This is an optimization exercise on Yosys and OpenROAD, whose aim is small area, a short achievable clock period and few clock cycles per item, not a production implementation.
At most, simulation tests tie the RTL to the original design; equivalence was not proved.
Power figures rest on the tool's default switching activity, not on a simulated workload.

Setup of P:
Design matmul_engine, start of the top module:
module matmul_engine
#(
    parameter int DATA_WIDTH = matmul_pkg::DEF_DATA_WIDTH,
    parameter int BUS_WIDTH  = matmul_pkg::DEF_BUS_WIDTH,
    parameter int DIM        = matmul_pkg::DEF_DIM
) (
    input  logic                          clk_i,
    input  logic                          rst_i,
    input  logic                          start_i,
    input  logic                          mode_i,
    input  logic [DIM*DATA_WIDTH-1:0]     a_col_i,
    input  logic [DIM*DATA_WIDTH-1:0]     b_row_i,
    input  logic                          op_valid_i,
    output logic                          op_ready_o,
    input  logic [DIM*DIM*BUS_WIDTH-1:0]  c_i,
    output logic [DIM*DIM*BUS_WIDTH-1:0]  m_o,
    output logic [DIM*DIM-1:0]            flags_o,
    output logic                          busy_o,
    output logic                          done_o,
    output logic [$clog2(DIM+1)-1:0]      beat_cnt_o
);
    localparam int CW = $clog2(DIM + 1);
    logic          busy_q, done_q;
    logic [CW-1:0] beat_cnt_q;
    logic          start_ok, accept, last;
    assign start_ok = start_i && !busy_q && !rst_i;
    assign accept   = op_valid_i && busy_q && !rst_i;
  ...
Size: roughly 420 flip-flops, ~600 I/O pins, roughly 0.046 mm^2 of cells after synthesis.
clock: 7.0 ns
lec_check: 0
cap_margin: 20
core_margin: 2
core_utilization: 40
setup_slack_margin: 2.5
slew_margin: 20
standard.sh (not shown) runs the stock make flow with config.mk's settings and CLKGATE_MAP_FILE= SYNTH_SCRIPT=/design/flow/synth_recipe.tcl, a recipe that flattens the netlist after the stock synthesis.
==> flow/flow/run.sh <==
#!/bin/bash
# The standard layout, with plain buf_1 cells as the input and output port
# buffers (every port still gets its own buffer). The make output goes to
# standard.log; ORFS's per-step logs stay under orfs/logs/.
set -euo pipefail
export BUFFER_PORTS_ARGS="-buffer_cell sky130_fd_sc_hd__buf_1"
bash standard.sh > standard.log 2>&1
Testbench counts of P, summed over its fixed seeds: cycles 8,008, items 1,600.
### P -> Q
==> flow/flow/run.sh <==
#!/bin/bash
# The standard layout with two changes to how it is made:
# - plain buf_1 cells as the input and output port buffers (every port still
#   gets its own buffer);
# - yosys synth without its internal "abc -fast" pre-mapping (-noabc), so
#   that the adder extraction sees the full-adder tree as written. Registers
#   and their names are the same as in the standard synthesis.
# The make output goes to standard.log; ORFS's per-step logs stay under
# orfs/logs/.
set -euo pipefail
export BUFFER_PORTS_ARGS="-buffer_cell sky130_fd_sc_hd__buf_1"
export SYNTH_ARGS="-noabc"
bash standard.sh > standard.log 2>&1
--- a/flow/config.mk
+++ b/flow/config.mk
@@ -7,0 +8 @@
+export ABC_AREA = 1
@@ -10,2 +11,2 @@
-export CORE_UTILIZATION = 40
-export SETUP_SLACK_MARGIN = 2.5
+export CORE_UTILIZATION = 30
+export SETUP_SLACK_MARGIN = 2.6
==> comparison <==
- [compare] base=P new=Q: total routing resource utilization after global routing shows a reduction of 6.7 points, endpoint required time on the critical path higher, wire length of the first global-routing pass higher.
- Q ended up with in2reg as its critical path class; P ended up with reg2out.
- Wire length per cell after detailed routing in Q vs P: down 11%
- Between P and Q, cell count is higher for Q, P comes in under that.
- On clock-pin slew reported for the worst setup and hold paths after clock tree synthesis, P and Q are basically level.
- Taking P as 1.0, Q lands at 0.78 on non-clock buffer count.
#### Input delta (R over Q)
--- a/flow/config.mk
+++ b/flow/config.mk
@@ -11,2 +11,2 @@
-export CORE_UTILIZATION = 30
-export SETUP_SLACK_MARGIN = 2.6
+export CORE_UTILIZATION = 40
+export SETUP_SLACK_MARGIN = 2.3
### Flow results
Status | Q and R | clean
Upper clock frequency limit in R is 19 MHz lower than in Q
R vs Q — initial antenna violation count dropped by more than a quarter
Summary of R over Q: non-clock buffer count in the final layout now sits lower, minimum clock period increased by 0.38 ns relative to the old numbers, power share of the sequential group went up 0.8 points, footprint of the flip-flops and latches has remained practically unchanged, routed wire length decreased by 9.0% relative to the old numbers.
Power: R draws less than Q
### R -> S
--- a/flow/config.mk
+++ b/flow/config.mk
@@ -12 +12 @@
-export SETUP_SLACK_MARGIN = 2.3
+export SETUP_SLACK_MARGIN = 2.5
## What came out
Launch point of the worst path: op_valid_i -> S, b_row_i[7] -> R. [compare] base=R new=S: via count of the first global-routing pass neither gained nor lost much; global-route usage over all layers shows no meaningful change; via count +212. [compare] base=R new=S: combinational share of power has decreased, minimum period implied by the final worst setup slack has decreased. R → S: final cell count did not really move, clock-net power increased about 6%. On final-layout worst hold slack, R and S are basically level. Between R and S, the cell internal power dissipation is lower for R. S vs R: wire length up slightly.
Modified inputs, T compared to S
==> flow/flow/run.sh <==
#!/bin/bash
# The standard layout, with plain buf_1 cells as the input and output port
# buffers (every port still gets its own buffer). The make output goes to
# standard.log; ORFS's per-step logs stay under orfs/logs/.
set -euo pipefail
export BUFFER_PORTS_ARGS="-buffer_cell sky130_fd_sc_hd__buf_1"
bash standard.sh > standard.log 2>&1
--- a/flow/config.mk
+++ b/flow/config.mk
@@ -8 +7,0 @@
-export ABC_AREA = 1
@@ -12 +11 @@
-export SETUP_SLACK_MARGIN = 2.5
+export SETUP_SLACK_MARGIN = 2.2
## What came out
The more densely filled core belongs to T, not S. The wire length of T exceeds that of S by 4200 um. Looking at internal reg-to-reg setup slack, T sits 0.54 ns lower than S does. Final clock period utilization by the worst path is lower on S. T vs S: simple-gate share of the synthesized area down.

* * *

matmul_engine again, from the RTL that the note above started with.
==> flow/config.mk <==
export PLATFORM = sky130hd
export DESIGN_NAME = matmul_engine
export DESIGN_NICKNAME = matmul_engine
export VERILOG_FILES = /design/flow/design.v
export SDC_FILE = /design/flow/constraint.sdc
export NUM_CORES = 4
export LEC_CHECK = 0
export CAP_MARGIN = 20
export CORE_MARGIN = 2
export CORE_UTILIZATION = 40
export SETUP_SLACK_MARGIN = 2.5
export SLEW_MARGIN = 20
==> flow/constraint.sdc <==
create_clock -name core_clock -period 7.0 [get_ports {clk_i}]
set_input_delay 1.4000 -clock core_clock [delete_from_list [all_inputs] [get_ports {clk_i}]]
set_output_delay 1.4000 -clock core_clock [all_outputs]
set_load 0.01 [all_outputs]
==> flow/flow/run.sh <==
#!/bin/bash
# The standard layout with two changes to how it is made:
# - plain buf_1 cells as the input and output port buffers (every port still
#   gets its own buffer);
# - yosys synth without its internal "abc -fast" pre-mapping (-noabc), so
#   that the adder extraction sees the full-adder tree as written. Registers
#   and their names are the same as in the standard synthesis.
# The make output goes to standard.log; ORFS's per-step logs stay under
# orfs/logs/.
set -euo pipefail
export BUFFER_PORTS_ARGS="-buffer_cell sky130_fd_sc_hd__buf_1"
export SYNTH_ARGS="-noabc"
bash standard.sh > standard.log 2>&1
Testbench counts at the start, summed over its fixed seeds: cycles 8,008, items 1,600.
Change:
==> flow/flow/run.sh (replaced) <==
#!/bin/bash
# The standard layout, with plain buf_1 cells as the input and output port
# buffers (every port still gets its own buffer). The make output goes to
# standard.log; ORFS's per-step logs stay under orfs/logs/.
set -euo pipefail
export BUFFER_PORTS_ARGS="-buffer_cell sky130_fd_sc_hd__buf_1"
bash standard.sh > standard.log 2>&1
--- a/flow/config.mk
+++ b/flow/config.mk
@@ -10,3 +10,3 @@
 export CORE_UTILIZATION = 40
-export SETUP_SLACK_MARGIN = 2.5
+export SETUP_SLACK_MARGIN = 2.3
 export SLEW_MARGIN = 20
After rerunning:
- The changed run completed with no timing, DRC or antenna violations
- worst setup slack loses 0.21 ns
- sequential share of layout area went up by 0.36 points
- final area came out lower by 2.4%
- cell count rises by 4.8%
- register-to-register slack loses 0.22 ns
- hold slack got worse by 0.016 ns
- global-route usage rises by 1.0 points
- wire length came out higher by 4.6%
- fmax decreases by 4.4%
- non-clock buffer count goes down by 54
- area after synthesis grows by 2.5%
Change:
==> flow/flow/run.sh (replaced) <==
#!/bin/bash
# The standard layout with two changes to how it is made:
# - plain buf_1 cells as the input and output port buffers (every port still
#   gets its own buffer);
# - yosys synth without its internal "abc -fast" pre-mapping (-noabc), so
#   that the adder extraction sees the full-adder tree as written. Registers
#   and their names are the same as in the standard synthesis.
# The make output goes to standard.log; ORFS's per-step logs stay under
# orfs/logs/.
set -euo pipefail
export BUFFER_PORTS_ARGS="-buffer_cell sky130_fd_sc_hd__buf_1"
export SYNTH_ARGS="-noabc"
bash standard.sh > standard.log 2>&1
The changed run ran to the end with no violations.
Routed wire length goes down by roughly a tenth.
Sequential power hardly moves.
Setup slack improves by 0.081 ns.
Critical path depth does not change.
Final area goes down by a few percent.
Change:
--- a/flow/config.mk
+++ b/flow/config.mk
@@ -10,2 +10,3 @@
 export CORE_UTILIZATION = 40
+export CTS_BUF_LIST = sky130_fd_sc_hd__clkbuf_8
 export SETUP_SLACK_MARGIN = 2.3
The changed run finished with timing, DRC and antenna clean. Final cell count came out higher by 0.77%. Clock power stays flat. Combinational power came out higher by about 4%. Non-clock buffer count came out lower by 10. Synthesized area stays the same. Flip-flop and latch count is unchanged. Global-route usage came out lower by 0.51 points.

* * *

## quartz
Another version of the RTL of matmul_engine (not shown whole).
Size in the first run: ~5400 cells after synthesis, ~600 I/O pins, roughly 0.047 mm² of cells after synthesis.
clock: 7.0 ns
lec_check: 0
cap_margin: 20
core_margin: 2
core_utilization: 40
setup_slack_margin: 2.3
slew_margin: 20
==> flow/flow/run.sh <==
#!/bin/bash
# The standard layout, with plain buf_1 cells as the input and output port
# buffers (every port still gets its own buffer). The make output goes to
# standard.log; ORFS's per-step logs stay under orfs/logs/.
set -euo pipefail
export BUFFER_PORTS_ARGS="-buffer_cell sky130_fd_sc_hd__buf_1"
bash standard.sh > standard.log 2>&1
--- input diff quartz..xenon ---
Settings: swapping 2.3 for 2.0 in SETUP_SLACK_MARGIN.
## What came out
- On combined flip-flop and latch cell area, quartz and xenon are basically level.
- The run showing the smaller area overhead of the layout relative to synthesis is xenon.
- Diff quartz -> xenon: maximum frequency decreased by 5.4% relative to the old numbers; final area decreased by 0.0021 mm² relative to the old numbers; worst setup slack decreased by 0.27 ns relative to the old numbers.
- Relative to quartz, the wire length of xenon is lower by 3.3%.
- Comparing the two runs side by side, xenon comes out ahead of quartz on minimum setup slack after placement.
- Changes observed in xenon relative to quartz: number of global-route vias before repair shows no meaningful change, area of combinational cells with multiple inputs shows a reduction of about 3%, cell count shows a reduction of 1.6%.
The following lists how pepper was set up differently from xenon:
Settings: putting PLACE_DENSITY at 0.7 where nothing was set; swapping 40 for 55 in CORE_UTILIZATION.
Results
- Vias per cell (lower): xenon
- Number of buffers other than clock buffers in the final layout delta for pepper relative to xenon: 12 lower
- The run showing the greater post-layout instance count excluding filler cells is xenon.
- Via count is higher on pepper
- pepper: done, clean on timing, DRC and antenna
- xenon ended with every stage complete and zero timing, DRC or antenna violations.
- met2 demand-to-capacity share in global routing was higher in the run labelled pepper.
- Initial antenna violation count ended up 7 lower on pepper than on xenon.
- For pepper, the timing endpoint of the critical path was g_row[3].g_col[2].u_pe.s_q[6], unlike xenon, where it was g_row[2].g_col[0].u_pe.s_q[6].
- pepper -> xenon: sequential logic power flat
- Going from xenon to pepper, number of gates on the worst path with buffers counted now sits lower, slew of the pin with the lowest slew margin now sits higher.
Changes in yarrow relative to pepper:
Settings: CORE_UTILIZATION: 55 -> 40; SETUP_SLACK_MARGIN: 2.0 -> 1.7; PLACE_DENSITY: 0.7 -> unset.
## What came out
yarrow ended with every stage complete and zero timing, DRC or antenna violations.
Between yarrow and pepper, the total inserted antenna cells is lower for yarrow.
On register-to-register slack: between yarrow and pepper, it ends up lower for yarrow.
yarrow vs. pepper: setup slack fell by 0.22 ns, power dissipated in combinational cells fell about 2%, maximum resistive drop on vdd now sits lower, largest driver fanout on the critical path fell by 22%, relative slew slack climbed 5.0 points.
yarrow vs pepper, length of routed met3 wiring went down by about 4%.
yarrow ended up with sky130_fd_sc_hd__o21ai_0 as its critical path's slowest cell; pepper ended up with sky130_fd_sc_hd__and3_4.
g_row[3].g_col[2].u_pe.s_q[6] as the end point of the critical path was reported by pepper, and g_row[2].g_col[0].u_pe.s_q[6] by yarrow.
Area fraction of clock buffers and clock inverters (yarrow over pepper): increase, 0.18 points
On sequential cell area share, yarrow and pepper are neck and neck.
No run of this note included a check of the RTL's function; only the layout flow was run.

[static timing again, ports no longer ideal]
The results above use ideal ports. As a check the final layouts listed here were re-extracted and re-timed, cells and wires unchanged. Step 1: set_driving_cell puts a clkbuf_16 on clk_i and a buf_2 on each other input, an assumption about the parent block. Step 2 moves the port delays by t, midway between the first and last clock arrival at a register: inputs arrive t later, outputs are due t later. That takes back most of the time a late clock gives input paths. Three values: ideal ports, drivers, drivers and shift; two values: the first two.
run	shift t [ns]	setup WS [ns]	worst slew at a driven data input, ns
P	0.727	2.464 / 2.390 / 1.797	0.18
Q	0.732	2.679 / 2.651 / 1.919	0.27
R	0.703	2.298 / 2.324 / 1.621	0.25
S	0.728	2.562 / 2.605 / 1.877	0.27
T	0.743	2.287 / 2.218 / 1.592	0.23
the first run of note 2	0.726	2.513 / 2.453 / 1.842	0.26
the second run of note 2	0.718	2.308 / 2.237 / 1.736	0.12
the third run of note 2	0.708	2.389 / 2.331 / 1.715	0.20
the fourth run of note 2	0.802	2.391 / 2.317 / 1.657	0.21
quartz	0.726	2.318 / 2.259 / 1.636	0.18
xenon	0.724	2.050 / 2.019 / 1.295	0.16
pepper	0.687	2.005 / 1.975 / 1.288	0.15
yarrow	0.724	1.785 / 1.733 / 1.030	0.16
After both steps every run listed still meets setup and hold. The setup slack of Q, which loses most, moves by -0.028 ns with the drivers and by -0.760 ns with both steps.
